From an optimization exercise on the open Yosys and OpenROAD flow, aimed at small area, a short achievable clock period and few clock cycles per item; shortcuts taken in it are not production practice. The RTL was checked by simulation tests, not by an equivalence proof against the original design.

== the baseline ==
==> flow/design.v <==
package rau_pkg;
    localparam int NUM_W = 32;    
    localparam int DEN_W = 31;    
    localparam int RES_W = 64;    
endpackage
module rau_front (
    input  logic         i_clk,
    input  logic         i_rst_n,
    input  logic         i_push,
    output logic         o_full,
    input  logic [1:0]   i_kind,
    input  logic [31:0]  i_a_num,
    input  logic [30:0]  i_a_den,
    input  logic [31:0]  i_b_num,
    input  logic [30:0]  i_b_den,
    input  logic         i_take,      
    output logic         o_ready,     
    output logic [62:0]  o_u,         
    output logic [61:0]  o_v,         
    output logic         o_neg,       
    output logic         o_bad,       
    output logic         o_zero       
);
    logic        r_busy;
    logic [4:0]  r_cnt;
    logic [1:0]  r_kind;
    logic [31:0] r_an;
    logic [30:0] r_ad;
    logic [31:0] r_bn;
    logic [30:0] r_bd;
    logic [63:0] r_u;
    logic [61:0] r_v;
    logic        r_neg;
    logic        r_sen;       
    logic [32:0] r_sx;        
    logic [2:0]  r_sl;        
    logic [2:0]  r_sh;        
    logic        r_sshl;      
    logic        r_sclr;      
    logic        r_sv;        
    logic        r_sfix;      
    logic        take_word;
    logic        sel_step;    
    logic        ph_v;        
    logic        odd;         
    logic [2:0]  dsel;        
    logic        k01;
    logic        k3;
    logic [31:0] dsrc;
    logic [32:0] mx;
    logic [4:0]  dig;         
    logic [2:0]  bl;
    logic [2:0]  bh;
    logic        sub;
    logic        inv;
    logic [63:0] opa;
    logic [63:0] xe;
    logic [63:0] yl;
    logic [63:0] yh;
    logic [63:0] rl;
    logic [63:0] rh;
    logic [63:0] s1;
    logic [63:0] c1;
    logic [63:0] sum;
    function automatic logic [2:0] booth(input logic [2:0] b, input logic ng);
        logic one;
        logic two;
        one   = b[1] ^ b[0];
        two   = (b[2] & !b[1] & !b[0]) | (!b[2] & b[1] & b[0]);
        booth = {(b[2] ^ ng) & (one | two), two, one};
    endfunction
    assign o_ready   = r_busy && (r_cnt == 5'd26);
    assign o_full    = r_busy && !(o_ready && i_take);
    assign take_word = i_push && !o_full;
    assign sel_step  = r_busy && (r_cnt <= 5'd24);
    assign k01  = !r_kind[1];
    assign k3   = (r_kind == 2'd3);
    assign ph_v = r_cnt[4];
    assign odd  = r_cnt[0] && !ph_v;
    assign dsel = ph_v ? ~r_cnt[2:0] : ~r_cnt[3:1];
    always_comb begin
        if (ph_v) begin
            mx   = {2'b00, r_ad};
            dsrc = k3 ? r_bn : {1'b0, r_bd};
            sub  = k3 && r_bn[31];
        end else if (odd) begin
            mx   = {r_bn[31], r_bn};
            dsrc = {1'b0, r_ad};
            sub  = (r_kind == 2'd1);
        end else begin
            mx   = {r_an[31], r_an};
            dsrc = (r_kind == 2'd2) ? r_bn : {1'b0, r_bd};
            sub  = k3 && r_bn[31];
        end
        dig = {dsrc, 1'b0} >> (dsel*4);
        bl  = booth(dig[2:0], sub);
        bh  = booth(dig[4:2], sub);
    end
    always_ff @(posedge i_clk) begin
        if (!i_rst_n) begin
            r_sen <= 1'b0;
        end else begin
            r_sen <= sel_step;
        end
    end
    always_ff @(posedge i_clk) begin
        if (sel_step) begin
            r_sx   <= mx;
            r_sl   <= (r_cnt == 5'd24) ? 3'd0 : bl;
            r_sh   <= (r_cnt == 5'd24) ? 3'd0 : bh;
            r_sshl <= !odd && (r_cnt != 5'd24);
            r_sclr <= (r_cnt == 5'd0) || (r_cnt == 5'd16);
            r_sv   <= ph_v && (r_cnt != 5'd24);
            r_sfix <= (r_cnt == 5'd24);
        end
    end
    always_comb begin
        logic [63:0] acc;
        inv = r_sfix && r_u[63];
        acc = r_sv ? {2'b00, r_v} : r_u;
        if (r_sclr)      opa = '0;
        else if (r_sshl) opa = acc << 4;
        else             opa = acc;
        opa = opa ^ {64{inv}};
        xe  = {{31{r_sx[32]}}, r_sx};
        yl  = r_sl[1] ? (xe << 1) : (r_sl[0] ? xe : '0);
        yh  = r_sh[1] ? (xe << 1) : (r_sh[0] ? xe : '0);
        rl  = yl ^ {64{r_sl[2]}};
        rh  = ((yh ^ {64{r_sh[2]}}) << 2) | {62'd0, r_sh[2], r_sh[2]};
        s1  = opa ^ rl ^ rh;
        c1  = (opa & rl) | (opa & rh) | (rl & rh);
    end
    rau_add #(.W(64)) u_add (
        .i_a (s1),
        .i_b ({c1[62:0], r_sl[2]}),
        .i_c (r_sh[2] | inv),
        .o_s (sum)
    );
    always_ff @(posedge i_clk) begin
        if (!i_rst_n) begin
            r_busy <= 1'b0;
        end else if (take_word) begin
            r_busy <= 1'b1;
        end else if (o_ready && i_take) begin
            r_busy <= 1'b0;
        end
    end
    always_ff @(posedge i_clk) begin
        if (take_word) begin
            r_cnt <= 5'd0;
        end else if (r_busy && !o_ready) begin
            r_cnt <= r_cnt + ((!ph_v && !k01) ? 5'd2 : 5'd1);
        end
    end
    always_ff @(posedge i_clk) begin
        if (take_word) begin
            r_kind <= i_kind;
            r_an   <= i_a_num;
            r_ad   <= i_a_den;
            r_bn   <= i_b_num;
            r_bd   <= i_b_den;
        end
    end
    always_ff @(posedge i_clk) begin
        if (r_sen) begin
            if (r_sv) begin
                r_v <= sum[61:0];
            end else begin
                r_u <= sum;
            end
            if (r_sfix) begin
                r_neg <= r_u[63];
            end
        end
    end
    assign o_u    = r_u[62:0];
    assign o_v    = r_v;
    assign o_neg  = r_neg;
    assign o_bad  = (r_ad == '0) || (k3 ? (r_bn == '0) : (r_bd == '0));
    assign o_zero = (r_u == '0);
endmodule
module rau_add #(
    parameter int W = 64
) (
    input  logic [W-1:0] i_a,
    input  logic [W-1:0] i_b,
    input  logic         i_c,
    output logic [W-1:0] o_s
);
    localparam int L = 6;         
    logic [W-1:0] p;
    logic [W-1:0] g [L+1];
    logic [W-1:0] t [L+1];
    always_comb begin
        p    = i_a ^ i_b;
        g[0] = i_a & i_b;
        t[0] = p;
        g[0][0] = g[0][0] | (p[0] & i_c);
        for (int l = 1; l <= L; l++) begin
            for (int i = 0; i < W; i++) begin
                if ((i >> (l - 1)) & 1) begin
                    g[l][i] = g[l-1][i] | (t[l-1][i] & g[l-1][((i >> (l - 1)) << (l - 1)) - 1]);
                    t[l][i] = t[l-1][i] & t[l-1][((i >> (l - 1)) << (l - 1)) - 1];
                end else begin
                    g[l][i] = g[l-1][i];
                    t[l][i] = t[l-1][i];
                end
            end
        end
        o_s = p ^ {g[L][W-2:0], i_c};
    end
endmodule
module rau_back (
    input  logic         i_clk,
    input  logic         i_rst_n,
    input  logic         i_ready,     
    output logic         o_take,
    input  logic [62:0]  i_u,
    input  logic [61:0]  i_v,
    input  logic         i_neg,
    input  logic         i_bad,
    input  logic         i_zero,
    input  logic         i_pop,
    output logic         o_empty,
    output logic [63:0]  o_res_num,
    output logic [62:0]  o_res_den,
    output logic         o_valid_res
);
    logic        r_run;
    logic        r_done;
    logic        r_ok;
    logic [62:0] r_a;
    logic [62:0] r_b;
    logic [63:0] r_p0;
    logic [61:0] r_p1;
    logic [63:0] r_q0;
    logic [61:0] r_q1;
    logic        free;
    logic        ea;
    logic        eb;
    logic        m_c;
    logic        m_a;
    logic        m_b;
    logic        m_s;
    logic [63:0] dab;
    logic [63:0] dba;
    logic        ge;
    logic        eq;
    logic [62:0] xin;
    logic [2:0]  sh;
    logic [62:0] a_nx;
    logic [62:0] b_nx;
    logic [63:0] s0;
    logic [61:0] s1;
    logic [63:0] pq0;
    logic [61:0] pq1;
    logic [63:0] t0;
    logic [61:0] t1;
    assign free   = !r_run && (!r_done || i_pop);
    assign o_take = free && i_ready;
    assign ea  = !r_a[0];
    assign eb  = !r_b[0];
    assign m_c = ea && eb;
    assign m_a = ea && !eb;
    assign m_b = !ea && eb;
    assign m_s = !ea && !eb;
    rau_add #(.W(64)) u_dab (.i_a({1'b0, r_a}), .i_b({1'b1, ~r_b}), .i_c(1'b1), .o_s(dab));
    rau_add #(.W(64)) u_dba (.i_a({1'b0, r_b}), .i_b({1'b1, ~r_a}), .i_c(1'b1), .o_s(dba));
    rau_add #(.W(64)) u_s0  (.i_a(r_p0), .i_b(r_q0), .i_c(1'b0), .o_s(pq0));
    rau_add #(.W(62)) u_s1  (.i_a(r_p1), .i_b(r_q1), .i_c(1'b0), .o_s(pq1));
    assign ge  = !dab[63];
    assign eq  = (r_a == r_b);
    always_comb begin
        if (m_s)      xin = ge ? dab[62:0] : dba[62:0];
        else if (m_b) xin = r_b;
        else          xin = r_a;
        if (m_c || xin[1]) sh = 3'd1;
        else if (xin[2])   sh = 3'd2;
        else if (xin[3])   sh = 3'd3;
        else if (xin[4])   sh = 3'd4;
        else if (xin[5])   sh = 3'd5;
        else if (xin[6])   sh = 3'd6;
        else               sh = 3'd7;
        a_nx = xin >> sh;
        if (m_c)                    b_nx = r_b >> 1;
        else if (m_b || (m_s && !ge)) b_nx = r_a;
        else                        b_nx = r_b;
    end
    always_comb begin
        logic sel_q;
        sel_q = m_b || (m_s && !ge);
        s0 = (sel_q ? r_q0 : r_p0) << (m_c ? 3'd0 : sh);
        s1 = (sel_q ? r_q1 : r_p1) << (m_c ? 3'd0 : sh);
        if (m_s) begin
            t0 = pq0;
            t1 = pq1;
        end else if (m_b) begin
            t0 = r_p0;
            t1 = r_p1;
        end else begin
            t0 = r_q0;
            t1 = r_q1;
        end
    end
    always_ff @(posedge i_clk) begin
        if (!i_rst_n) begin
            r_run  <= 1'b0;
            r_done <= 1'b0;
        end else if (o_take) begin
            r_run  <= !(i_bad || i_zero);
            r_done <= i_bad || i_zero;
        end else if (r_run) begin
            if (m_s && eq) begin
                r_run  <= 1'b0;
                r_done <= 1'b1;
            end
        end else if (i_pop) begin
            r_done <= 1'b0;
        end
    end
    always_ff @(posedge i_clk) begin
        if (o_take) begin
            r_a  <= i_u;
            r_b  <= {1'b0, i_v};
            r_p0 <= i_neg ? {64{1'b1}} : 64'd1;
            r_p1 <= '0;
        end else begin
            r_a  <= a_nx;
            r_b  <= b_nx;
            r_p0 <= s0;
            r_p1 <= s1;
        end
    end
    always_ff @(posedge i_clk) begin
        if (o_take) begin
            r_ok <= !i_bad;
            r_q0 <= '0;
            r_q1 <= 62'd1;
        end else if (r_run) begin
            r_q0 <= t0;
            r_q1 <= t1;
        end
    end
    assign o_empty     = !r_done;
    assign o_res_num   = r_q0;
    assign o_res_den   = {1'b0, r_q1};
    assign o_valid_res = r_ok;
endmodule
module rational_arith_unit #(
    parameter int OPERAND_WIDTH = 32
) (
    input  logic                              i_clk,
    input  logic                              i_rst_n,
    input  logic                              push,
    output logic                              full,
    input  logic [1:0]                        i_kind,
    input  logic signed [rau_pkg::NUM_W-1:0]  i_a_num,
    input  logic [rau_pkg::DEN_W-1:0]         i_a_den,
    input  logic signed [rau_pkg::NUM_W-1:0]  i_b_num,
    input  logic [rau_pkg::DEN_W-1:0]         i_b_den,
    output logic                              empty,
    input  logic                              pop,
    output logic signed [rau_pkg::RES_W-1:0]  o_res_num,
    output logic [rau_pkg::RES_W-2:0]         o_res_den,
    output logic                              o_valid_res
);
    logic        take;
    logic        ready;
    logic [62:0] u;
    logic [61:0] v;
    logic        neg;
    logic        bad;
    logic        zero;
    rau_front u_front (
        .i_clk   (i_clk),
        .i_rst_n (i_rst_n),
        .i_push  (push),
        .o_full  (full),
        .i_kind  (i_kind),
        .i_a_num (i_a_num),
        .i_a_den (i_a_den),
        .i_b_num (i_b_num),
        .i_b_den (i_b_den),
        .i_take  (take),
        .o_ready (ready),
        .o_u     (u),
        .o_v     (v),
        .o_neg   (neg),
        .o_bad   (bad),
        .o_zero  (zero)
    );
    rau_back u_back (
        .i_clk       (i_clk),
        .i_rst_n     (i_rst_n),
        .i_ready     (ready),
        .o_take      (take),
        .i_u         (u),
        .i_v         (v),
        .i_neg       (neg),
        .i_bad       (bad),
        .i_zero      (zero),
        .i_pop       (pop),
        .o_empty     (empty),
        .o_res_num   (o_res_num),
        .o_res_den   (o_res_den),
        .o_valid_res (o_valid_res)
    );
endmodule
Settings: LEC_CHECK=0, CAP_MARGIN=20, CORE_MARGIN=2, CORE_UTILIZATION=40, SETUP_SLACK_MARGIN=5, SLEW_MARGIN=20; clock period 10.5 ns.
run.sh (not shown) runs the stock make flow with config.mk's settings and CLKGATE_MAP_FILE= SYNTH_SCRIPT=/design/flow/synth_recipe.tcl, a recipe that flattens the netlist after the stock synthesis.
Testbench counts of the baseline, summed over its fixed seeds: cycles 153,329, items 4,000.
#### Input delta (the candidate over the baseline)
-- flow/design.v --
<<< the baseline, line 40
    logic        r_sv;        
    logic        r_sfix;      
    logic        take_word;
    logic        sel_step;    
>>> the candidate, line 40
    logic        r_sv;        
    logic        r_sfix;      
    logic        r_sinv;      
    logic        take_word;
    logic        sel_step;    
<<< the baseline, line 113
            r_sv   <= ph_v && (r_cnt != 5'd24);
            r_sfix <= (r_cnt == 5'd24);
        end
    end
    always_comb begin
        logic [63:0] acc;
        inv = r_sfix && r_u[63];
        acc = r_sv ? {2'b00, r_v} : r_u;
        if (r_sclr)      opa = '0;
>>> the candidate, line 114
            r_sv   <= ph_v && (r_cnt != 5'd24);
            r_sfix <= (r_cnt == 5'd24);
            r_sinv <= (r_cnt == 5'd24) && r_u[63];
        end
    end
    always_comb begin
        logic [63:0] acc;
        inv = r_sinv;
        acc = r_sv ? {2'b00, r_v} : r_u;
        if (r_sclr)      opa = '0;
<<< the baseline, line 244
    logic        m_s;
    logic [63:0] dab;
    logic [63:0] dba;
    logic        ge;
    logic        eq;
    logic [62:0] xin;
    logic [2:0]  sh;
    logic [62:0] a_nx;
>>> the candidate, line 246
    logic        m_s;
    logic [63:0] dab;
    logic        ge;
    logic        eq;
    logic        lowz;
    logic [63:0] xin;
    logic [63:0] sx;
    logic [2:0]  sh;
    logic [62:0] a_nx;
<<< the baseline, line 266
    assign m_s = !ea && !eb;
    rau_add #(.W(64)) u_dab (.i_a({1'b0, r_a}), .i_b({1'b1, ~r_b}), .i_c(1'b1), .o_s(dab));
    rau_add #(.W(64)) u_dba (.i_a({1'b0, r_b}), .i_b({1'b1, ~r_a}), .i_c(1'b1), .o_s(dba));
    rau_add #(.W(64)) u_s0  (.i_a(r_p0), .i_b(r_q0), .i_c(1'b0), .o_s(pq0));
    rau_add #(.W(62)) u_s1  (.i_a(r_p1), .i_b(r_q1), .i_c(1'b0), .o_s(pq1));
>>> the candidate, line 269
    assign m_s = !ea && !eb;
    rau_add #(.W(64)) u_dab (.i_a({1'b0, r_a}), .i_b({1'b1, ~r_b}), .i_c(1'b1), .o_s(dab));
    rau_add #(.W(64)) u_s0  (.i_a(r_p0), .i_b(r_q0), .i_c(1'b0), .o_s(pq0));
    rau_add #(.W(62)) u_s1  (.i_a(r_p1), .i_b(r_q1), .i_c(1'b0), .o_s(pq1));
<<< the baseline, line 272
    assign eq  = (r_a == r_b);
    always_comb begin
        if (m_s)      xin = ge ? dab[62:0] : dba[62:0];
        else if (m_b) xin = r_b;
        else          xin = r_a;
        if (m_c || xin[1]) sh = 3'd1;
        else if (xin[2])   sh = 3'd2;
        else if (xin[3])   sh = 3'd3;
        else if (xin[4])   sh = 3'd4;
        else if (xin[5])   sh = 3'd5;
        else if (xin[6])   sh = 3'd6;
        else               sh = 3'd7;
        a_nx = xin >> sh;
        if (m_c)                    b_nx = r_b >> 1;
        else if (m_b || (m_s && !ge)) b_nx = r_a;
        else                        b_nx = r_b;
    end
    always_comb begin
        logic sel_q;
        sel_q = m_b || (m_s && !ge);
        s0 = (sel_q ? r_q0 : r_p0) << (m_c ? 3'd0 : sh);
        s1 = (sel_q ? r_q1 : r_p1) << (m_c ? 3'd0 : sh);
        if (m_s) begin
            t0 = pq0;
            t1 = pq1;
        end else if (m_b) begin
            t0 = r_p0;
            t1 = r_p1;
>>> the candidate, line 274
    assign eq  = (r_a == r_b);
    always_comb begin
        logic [7:1] xl;
        if (m_s)      xl = dab[7:1];
        else if (m_b) xl = r_b[7:1];
        else          xl = r_a[7:1];
        lowz = m_s && (xl == '0);
        if (m_c || xl[1]) sh = 3'd1;
        else if (xl[2])   sh = 3'd2;
        else if (xl[3])   sh = 3'd3;
        else if (xl[4])   sh = 3'd4;
        else if (xl[5])   sh = 3'd5;
        else if (xl[6])   sh = 3'd6;
        else if (xl[7])   sh = 3'd7;
        else if (lowz)    sh = 3'd0;
        else              sh = 3'd7;
    end
    always_comb begin
        if (m_s)      xin = dab;
        else if (m_b) xin = {1'b0, r_b};
        else          xin = {1'b0, r_a};
        sx = $signed(xin) >>> sh;
        if (!(m_s && !ge)) a_nx = sx[62:0];
        else if (lowz)     a_nx = r_b;
        else               a_nx = ~sx[62:0] | 63'd1;
        if (m_c)                      b_nx = r_b >> 1;
        else if (m_b || (m_s && !ge)) b_nx = r_a;
        else                          b_nx = r_b;
    end
    always_comb begin
        logic       sel_q;
        logic [2:0] shp;
        sel_q = m_b || (m_s && !ge);
        shp   = m_c ? 3'd0 : sh;
        s0 = sel_q ? (r_q0 << shp) : (r_p0 << shp);
        s1 = sel_q ? (r_q1 << shp) : (r_p1 << shp);
        if (m_s && !(lowz && !ge)) begin
            t0 = pq0;
            t1 = pq1;
        end else if (m_s || m_b) begin
            t0 = r_p0;
            t1 = r_p1;
==> run summary <==
- Of the candidate and the baseline, it is the candidate that has the lower path depth of the worst reg2reg path.
- Summary of the candidate over the baseline: post-synthesis cell area has decreased, largest fanout of any net on the critical path has decreased, remaining antenna violation count after routing has remained practically unchanged.
- Largest net degree at the start of global routing (the candidate vs. the baseline) decreases by more than 10%
- On share of the clock period used by the worst path, the baseline and the candidate are basically level.
- The candidate vs the baseline, fill cell instance count of the final layout went up by about 1.8%.
- Of the candidate and the baseline, it is the candidate that has the lower met1 track demand over resource in global routing.
- The candidate against the baseline: number of clock-tree buffers in the layout saw a decrease, final critical path time including I/O delays and setup -11 ps.
- Chip width: the baseline vs the candidate — no meaningful difference
- Between the baseline and the candidate, non-clock buffer count is higher for the baseline, the candidate comes in under that.
Testbench counts of the candidate, summed over its fixed seeds: cycles 154,589, items 4,000.

==> port drivers added, routing unchanged <==
In the flow no input, the clock included, has a driving cell. The finished layouts below were timed again as built, in two steps.
Step 1 assumes that a clkbuf_16 drives the clock port and a buf_2 every other input.
Step 2, shift: input delay + t, output delay - t, t = (earliest + latest rising clock arrival at the registers) / 2. This alone moves slack from input paths to output paths.
Slacks: no drivers / after step 1 / after step 2; pairs: no drivers / after step 1.
run | shift t [ns] | setup WS [ns] | hold slack, ns | slew at the worst register clock pin (ns) | pins driven straight from the clock port
the baseline | 0.780 | 5.059 / 5.028 / 4.763 | 0.492 / 0.492 / 0.492 | 0.07 / 0.07 | 1
the candidate | 0.781 | 5.069 / 5.047 / 5.000 | 0.465 / 0.465 / 0.465 | 0.06 / 0.06 | 1
After both steps setup and hold are still met in every run listed. The setup slack of the baseline, which loses most, moves by -0.031 ns with the drivers and by -0.296 ns with both steps.
